This is an optimization exercise on Yosys and OpenROAD, whose aim is small area, a short achievable clock period and few clock cycles per item, not a production implementation. At most, simulation tests tie the RTL to the original design; equivalence was not proved.

== rev 12 ==
// servo_ramp_trigger_controller_unit
module servo_ramp_trigger_controller_unit (
   input  wire         clock,
   input  wire         reset,
   input  wire         req_tvalid,
   output logic        req_tready,
   input  wire  [55:0] req_tdata,
   output logic        rsp_tvalid,
   input  wire         rsp_tready,
   output logic [31:0] rsp_tdata,
   input  wire         csr_valid,
   output logic        csr_ready,
   input  wire  [7:0]  csr_index,
   input  wire  [10:0] csr_data
);
   logic               bistable_mode_ff;
   logic               trigger_active_low_ff;
   logic [US_W-1:0]    min_pulse_us_ff;
   logic [US_W-1:0]    pulse_span_us_ff;
   logic               adv;
   logic               in_fire;
   logic               v2;
   logic               act;
   logic [DELTA_W-1:0] delta;
   logic [CODE_W-1:0]  state_code;
   logic [POS_W-1:0]   phase;
   logic [PULSE_W-1:0] rsp_pulse_us;
   logic [CODE_W-1:0]  rsp_ramp_state;
   logic [POS_W-1:0]   rsp_phase;
   assign csr_ready = !reset;
   always_ff @(posedge clock) begin
      if (reset) begin
         bistable_mode_ff      <= 1'b1;
         trigger_active_low_ff <= 1'b1;
         min_pulse_us_ff       <= MIN_PULSE_RESET;
         pulse_span_us_ff      <= PULSE_SPAN_RESET;
      end else if (csr_valid) begin
         case (csr_index)
  ...
Settings: LEC_CHECK=0, ABC_AREA=1, CAP_MARGIN=20, CORE_MARGIN=2, CORE_UTILIZATION=40, SETUP_SLACK_MARGIN=5, SLEW_MARGIN=20, SYNTH_HIERARCHICAL=1; clock period 9.5 ns.
standard.sh (not shown) runs the stock make flow with config.mk's settings and CLKGATE_MAP_FILE= SYNTH_SCRIPT=/design/flow/synth_recipe.tcl, a recipe that flattens the netlist after the stock synthesis.
==> flow/flow/run.sh <==
#!/bin/bash
# The standard layout with one netlist clean-up between synthesis and
# floorplan: flow/polarity.py removes inverters between full adders by
# choosing each full adder's polarity (registers and all other cells stay as
# the standard synthesis made them). Each tool's output goes to its own log.
set -u
cp standard.sh standard_sh_copy.txt
bash standard.sh synth > std_synth.log 2>&1 || exit 1
R=orfs/results/${FLOW_PLATFORM}/servo_ramp_trigger_controller_unit/base
cp $R/1_2_yosys.v yosys_netlist_before_polarity.v
if python3 flow/polarity.py $R/1_2_yosys.v polarity_out.v > polarity.log 2>&1; then
   cp polarity_out.v $R/1_2_yosys.v
   touch $R/1_2_yosys.v
fi
bash standard.sh finish > std_finish.log 2>&1 || exit 1
Other scripts of this flow, unchanged in this note and not shown: flow/flow/polarity.py
Rev 12 was carried through to the last stage, and its layout satisfied the timing, design-rule and antenna checks.
Testbench counts of rev 12, summed over its fixed seeds: cycles 8,160, items 8,000.
Inputs modified between rev 12 and rev 13:
--- a/flow/design.v
+++ b/flow/design.v
@@ -194,23 +194,23 @@
    input  wire [srtc_pkg::POS_W-1:0]     pos_b,
    input  wire [srtc_pkg::POS_W-1:0]     travel_time,
    input  wire                           trigger_pin,
    input  wire [srtc_pkg::CODE_W-1:0]    state_code,
    input  wire [srtc_pkg::POS_W-1:0]     phase,
    output logic                          act,
    output logic [srtc_pkg::DELTA_W-1:0]  delta,
    output logic [srtc_pkg::PULSE_W-1:0]  rsp_pulse_us,
    output logic [srtc_pkg::CODE_W-1:0]   rsp_ramp_state,
    output logic [srtc_pkg::POS_W-1:0]    rsp_phase
 );
-   localparam int unsigned LOW_W  = 8;
+   localparam int unsigned LOW_W  = 16;
    localparam int unsigned HIGH_W = PROD_W - LOW_W;
    logic [POS_W-1:0]   a1_ff;
    logic [POS_W-1:0]   dmag1_ff;
    logic               dneg1_ff;
    logic [7:0]         tt1_ff;
    logic               pin1_ff;
    logic [LOW_W-1:0]   rpl2_ff;
    logic               rpc2_ff;
    logic [HIGH_W-1:0]  rpa2_ff;
    logic [HIGH_W-1:0]  rpb2_ff;
    logic [LOW_W-1:0]   opl2_ff;
@@ -424,26 +424,26 @@
    for (j = 0; j < 6; j = j + 1) begin : g_digit
       assign sel[5 * j]     = ~z[2 * j + 2] & (z[2 * j + 1] ^ z[2 * j]);
       assign sel[5 * j + 1] = z[2 * j + 2] & (z[2 * j + 1] ^ z[2 * j]);
       assign sel[5 * j + 2] = ~z[2 * j + 2] & z[2 * j + 1] & z[2 * j];
       assign sel[5 * j + 3] = z[2 * j + 2] & ~z[2 * j + 1] & ~z[2 * j];
       assign sel[5 * j + 4] = z[2 * j + 2] & ~(z[2 * j + 1] & z[2 * j]);
    end
 endmodule
 module srtc_mul_cs (
    input  wire [15:0] x,
    input  wire [29:0] sel,
-   output wire [7:0] lo,
+   output wire [15:0] lo,
    output wire        ci,
-   output wire [18:0] ra,
-   output wire [18:0] rb
+   output wire [10:0] ra,
+   output wire [10:0] rb
 );
    wire pp1;
    assign pp1 = (sel[0] & x[0]) | (sel[1] & ~x[0]) | sel[3];
    wire pp2;
    assign pp2 = (sel[0] & x[1]) | (sel[1] & ~x[1]) | (sel[2] & x[0]) | (sel[3] & ~x[0]);
    wire pp3;
    assign pp3 = (sel[0] & x[2]) | (sel[1] & ~x[2]) | (sel[2] & x[1]) | (sel[3] & ~x[1]);
    wire pp4;
    assign pp4 = (sel[0] & x[3]) | (sel[1] & ~x[3]) | (sel[2] & x[2]) | (sel[3] & ~x[2]);
    wire pp5;
    assign pp5 = (sel[0] & x[4]) | (sel[1] & ~x[4]) | (sel[2] & x[3]) | (sel[3] & ~x[3]);
@@ -957,25 +957,25 @@
    assign fc259 = (pp105 & hs212) | (pp105 & fc211) | (hs212 & fc211);
    wire fs260;
    wire fc261;
    assign fs260 = nn90 ^ pp106 ^ hc213;
    assign fc261 = (nn90 & pp106) | (nn90 & hc213) | (pp106 & hc213);
    wire hs262;
    wire hc263;
    assign hs262 = 1'b1 ^ pp107;
    assign hc263 = 1'b1 & pp107;
    wire [26:0] fa = {fc261, fc259, fc257, fc255, fc253, fc251, fc249, fc247, fc245, fc243, fc241, fc239, fc237, fc235, fc233, fc231, fc229, fc227, fc225, fc223, fc221, fc219, hc217, hc215, hs214, pp2, pp1};
    wire [26:0] fb = {hs262, fs260, fs258, fs256, fs254, fs252, fs250, fs248, fs246, fs244, fs242, fs240, fs238, fs236, fs234, fs232, fs230, fs228, fs226, fs224, fs222, fs220, fs218, hs216, sel[9], 1'b0, sel[4]};
-   assign {ci, lo} = {1'b0, fa[7:0]} + {1'b0, fb[7:0]};
-   assign ra = fa[26:8];
-   assign rb = fb[26:8];
+   assign {ci, lo} = {1'b0, fa[15:0]} + {1'b0, fb[15:0]};
+   assign ra = fa[26:16];
+   assign rb = fb[26:16];
 endmodule
 `default_nettype wire
 `default_nettype none
 import srtc_pkg::*;
 module servo_ramp_trigger_controller_unit (
    input  wire         clock,
    input  wire         reset,
    input  wire         req_tvalid,
    output logic        req_tready,
    input  wire  [55:0] req_tdata,
    output logic        rsp_tvalid,
==> notes.md <==
Wire length on met2 on rev 13 is down relative to rev 12.
From rev 12 to rev 13 the numbers moved as follows: cell depth of the worst flop-to-flop path grew by 3, critical path depth decreased 2, final period demand of the worst path increased by 25 ps relative to the old numbers, cell area after layout climbed 1.3%.
Core footprint: rev 13 vs rev 12 down 0.0018 mm²
[rev 13 vs rev 12] final standard cell utilization of the core: higher in rev 13
Function not checked in rev 13: the RTL went through the layout flow alone.

[afterwards: timing with drivers on the ports]
How much do the figures lean on ideal ports? The routed layouts below were timed once more, with nothing changed but the port constraints. Step 1 sets driving cells, clkbuf_16 on the clock port and buf_2 on the other inputs (assumed; they add their load-dependent delay and slew). Step 2 times the ports against the registers' clock, not the clock port: input delays grow and output delays shrink by t, the midpoint of the rising clock arrivals with the driver on. a / b / c = ideal ports / drivers / drivers and shift; a / b = the first two.
run	t, ns	slack for setup (ns)	hold WS [ns]
rev 12	0.645	5.030 / 5.008 / 4.699	0.418 / 0.418 / 0.418
rev 13	0.632	5.005 / 4.979 / 4.861	0.400 / 0.400 / 0.400
After both steps every run listed still meets setup and hold. For rev 12, which loses most, drivers alone change the setup slack by -0.022 ns; drivers and shift together by -0.331 ns.
